Context: an optimization exercise on an open-source flow, tuned for small area, a short achievable clock period and few clock cycles. The choices shown serve that exercise and are no tape-out recipe. Function was checked by simulation only, so behaviour that the tests miss may differ from the original. The clock port is modelled as an ideal driver; clocking choices that lean on that would not hold on a real chip. No activity file was given, so power comes from the tool's default toggle rates.

==> flow/design.v (excerpt) <==
module kbest_ped_sorter #(
  parameter int PED_W = 24,
  parameter int SYM_W = 12,
  parameter int NSYM  = 4,
  parameter int K     = 16,
  parameter int CNT_W = 8
) (
  input  logic                    clk,
  input  logic                    rstn,
  input  logic                    in_valid,
  output logic                    in_ready,
  input  logic                    in_last,
  input  logic [PED_W-1:0]        in_ped,
  input  logic [NSYM*SYM_W-1:0]   in_sym,
  output logic                    out_valid,
  input  logic                    out_ready,
  output logic                    out_last,
  output logic [PED_W-1:0]        out_ped,
  output logic [NSYM*SYM_W-1:0]   out_sym,
  output logic [$clog2(K)-1:0]    out_rank,
  output logic [CNT_W-1:0]        set_count
);
clock: 7.0 ns
lec_check: 0
cap_margin: 20
core_margin: 2
core_utilization: 50
cts_cluster_diameter: 70
cts_cluster_size: 28
place_density: 0.65
slew_margin: 20
tns_end_percent: 5
standard.sh (not shown) runs the stock make flow with config.mk's settings and CLKGATE_MAP_FILE= SYNTH_SCRIPT=/design/flow/synth_recipe.tcl, a recipe that flattens the netlist after the stock synthesis.
==> flow/flow/run.sh <==
#!/bin/bash
# The standard ORFS layout, run step by step so that the setup-repair
# margin can differ between the floorplan step (ideal clocks, no wires) and
# the later steps (propagated clocks, placed and routed wires). Ports are
# buffered with buf_4 instead of the default (a slow delay cell).
set -euo pipefail
FP_MARGIN=2.5
LATE_MARGIN=4
export BUFFER_PORTS_ARGS="-buffer_cell sky130_fd_sc_hd__buf_4"
sed 's/"\${@:-finish}"/SETUP_SLACK_MARGIN="$SSM" "${@:-finish}"/' standard.sh > standard_margin.sh
grep -q 'SETUP_SLACK_MARGIN="$SSM"' standard_margin.sh
SSM=$FP_MARGIN   bash standard_margin.sh synth     > synth.log 2>&1
SSM=$FP_MARGIN   bash standard_margin.sh floorplan > floorplan.log 2>&1
SSM=$LATE_MARGIN bash standard_margin.sh place     > place.log 2>&1
SSM=$LATE_MARGIN bash standard_margin.sh cts       > cts.log 2>&1
SSM=$LATE_MARGIN bash standard_margin.sh route     > route.log 2>&1
SSM=$LATE_MARGIN bash standard_margin.sh finish    > finish.log 2>&1
test -s out/final.def
Testbench counts at the start, summed over its fixed seeds: cycles 7,816.
Rerun with:
CTS_CLUSTER_DIAMETER = 60   (was 70)
CTS_CLUSTER_SIZE = 24   (was 28)
=>
- clock skew increases by 24 ps
- cell area increases by about 1.2%
- global-route usage increases by 0.54 points
- clock-buffer cell count increases by 24
- power increases by about 3.5%
Rerun with:
--- a/flow/flow/run.sh
+++ b/flow/flow/run.sh
@@ -6,5 +6,5 @@
 set -euo pipefail
 FP_MARGIN=2.5
-LATE_MARGIN=4
+LATE_MARGIN=4.2
 export BUFFER_PORTS_ARGS="-buffer_cell sky130_fd_sc_hd__buf_4"
 sed 's/"\${@:-finish}"/SETUP_SLACK_MARGIN="$SSM" "${@:-finish}"/' standard.sh > standard_margin.sh
CTS_CLUSTER_DIAMETER = 75   (was 60)
CTS_CLUSTER_SIZE = 30   (was 24)
TNS_END_PERCENT = 1   (was 5)
Outcome: Worst setup slack improves by 13 ps; area after synthesis is unchanged; non-clock buffer count fell by 58; design area fell by about 2.6%.
Rerun with:
--- a/flow/flow/run.sh
+++ b/flow/flow/run.sh
@@ -6,5 +6,5 @@
 set -euo pipefail
 FP_MARGIN=2.5
-LATE_MARGIN=4.2
+LATE_MARGIN=4.4
 export BUFFER_PORTS_ARGS="-buffer_cell sky130_fd_sc_hd__buf_4"
 sed 's/"\${@:-finish}"/SETUP_SLACK_MARGIN="$SSM" "${@:-finish}"/' standard.sh > standard_margin.sh
CTS_CLUSTER_DIAMETER = 70   (was 75)
CTS_CLUSTER_SIZE = 28   (was 30)
TNS_END_PERCENT = 2   (was 1)
=> Combinational power barely changes. Wire length came out higher slightly. Maximum frequency is higher slightly. Cell count grows slightly. Power climbs by a few percent. Synthesized area does not change. Via count grows slightly. Die area is unchanged. Final area is higher slightly. Sequential cell count is unchanged.


## exp/nickel
kbest_ped_sorter again, from the RTL that the note above started with.
export LEC_CHECK = 0
export CAP_MARGIN = 20
export CORE_MARGIN = 2
export CORE_UTILIZATION = 50
export CTS_CLUSTER_DIAMETER = 70
export CTS_CLUSTER_SIZE = 28
export PLACE_DENSITY = 0.65
export SLEW_MARGIN = 20
export TNS_END_PERCENT = 2
create_clock -name core_clock -period 7.0 [get_ports {clk}]
==> flow/flow/run.sh <==
#!/bin/bash
# The standard ORFS layout, run step by step so that the setup-repair
# margin can differ between the floorplan step (ideal clocks, no wires) and
# the later steps (propagated clocks, placed and routed wires). Ports are
# buffered with buf_4 instead of the default (a slow delay cell).
set -euo pipefail
FP_MARGIN=2.5
LATE_MARGIN=4.2
export BUFFER_PORTS_ARGS="-buffer_cell sky130_fd_sc_hd__buf_4"
sed 's/"\${@:-finish}"/SETUP_SLACK_MARGIN="$SSM" "${@:-finish}"/' standard.sh > standard_margin.sh
grep -q 'SETUP_SLACK_MARGIN="$SSM"' standard_margin.sh
SSM=$FP_MARGIN   bash standard_margin.sh synth     > synth.log 2>&1
SSM=$FP_MARGIN   bash standard_margin.sh floorplan > floorplan.log 2>&1
SSM=$LATE_MARGIN bash standard_margin.sh place     > place.log 2>&1
SSM=$LATE_MARGIN bash standard_margin.sh cts       > cts.log 2>&1
SSM=$LATE_MARGIN bash standard_margin.sh route     > route.log 2>&1
SSM=$LATE_MARGIN bash standard_margin.sh finish    > finish.log 2>&1
test -s out/final.def
Testbench counts of exp/nickel, summed over its fixed seeds: cycles 7,816.
Edits applied to the flow inputs when going from exp/nickel to exp/fjord:
- a change of CORE_UTILIZATION from 50 to 60
- a deleted TNS_END_PERCENT that had been 2
- a change of CTS_CLUSTER_SIZE from 28 to 24
- a change of CTS_CLUSTER_DIAMETER from 70 to 60
- a change of PLACE_DENSITY from 0.65 to 0.7
-- flow/flow/run.sh --
<<< exp/nickel, line 8
LATE_MARGIN=4.2
>>> exp/fjord, line 8
LATE_MARGIN=${LATE_MARGIN:-4}
Results
- exp/fjord completed; timing, DRC and antenna clean
- Against exp/nickel, exp/fjord comes in 0.08 ns higher on delay of the slowest cell on the worst path.
- Of the two values seen for launching element of the worst setup path, s_lt[3] was produced by exp/fjord and in_ped[1] by exp/nickel.
- exp/fjord vs. exp/nickel: final worst setup slack dropped 0.18 ns, area added between synthesis and finish climbed 5.3 points, post-route cell area climbed 3400 um^2.
Inputs modified between exp/fjord and exp/amber:
-- flow/flow/run.sh --
<<< exp/fjord, line 8
LATE_MARGIN=${LATE_MARGIN:-4}
>>> exp/amber, line 8
LATE_MARGIN=4.5
[summary]
Out of exp/fjord and exp/amber, the only run to close with the timing, design-rule and antenna checks passing was exp/fjord.
exp/amber never completed; the flow aborted with a tool error in 5_1_grt.
From exp/amber to exp/fjord, per-instance average area after synthesis did not move at all.
Summary of exp/amber over exp/fjord: number of hold buffers added after cts neither gained nor lost much, number of placement rows about even.
The instance count of the mapped netlist of exp/fjord and that of exp/amber are within noise of each other.
Changes observed in exp/amber relative to exp/fjord: number of gates given a new drive strength after cts rose by about 130%, number of nets in the synthesized netlist stayed essentially flat, number of buffers added for setup after CTS rose by about 180%, post-placement setup slack stayed essentially flat.
Diff exp/fjord -> exp/amber: number of distinct library cell variants in the gate-level netlist after synthesis about even; instance area at placement about even.

## re-timing with driven ports
In the flow no input, the clock included, has a driving cell. The finished layouts below were timed again as built, in two steps. Step 1 (the two cells are an assumption about what drives the block):
set clk [get_ports {clk}]
set_driving_cell -lib_cell sky130_fd_sc_hd__clkbuf_16 $clk
set_driving_cell -lib_cell sky130_fd_sc_hd__buf_2 [delete_from_list [all_inputs] $clk]
Step 2 moves the port delays by t, midway between the first and last clock arrival at a register: inputs arrive t later, outputs are due t later. That takes back most of the time a late clock gives input paths. Three values: ideal ports, drivers, drivers and shift; two values: the first two.
run	shift t [ns]	slack for setup (ns)	hold slack, ns	worst data-port slew with drivers (ns)	pins driven straight from the clock port
the first run of note 1	0.834	3.709 / 3.710 / 2.885	0.545 / 0.545 / 0.545	0.26	1
the second run of note 1	0.836	3.718 / 3.718 / 2.897	0.541 / 0.541 / 0.541	0.27	1
the third run of note 1	0.816	3.731 / 3.633 / 2.818	0.543 / 0.543 / 0.543	0.23	1
the fourth run of note 1	0.834	3.771 / 3.695 / 2.861	0.538 / 0.538 / 0.538	0.23	1
exp/nickel	0.830	3.786 / 3.693 / 2.863	0.541 / 0.541 / 0.541	0.24	1
exp/fjord	0.823	3.605 / 3.605 / 2.896	0.535 / 0.535 / 0.535	0.24	1
After both steps setup and hold are still met in every run listed. The setup slack of exp/nickel, which loses most, moves by -0.093 ns with the drivers and by -0.923 ns with both steps.
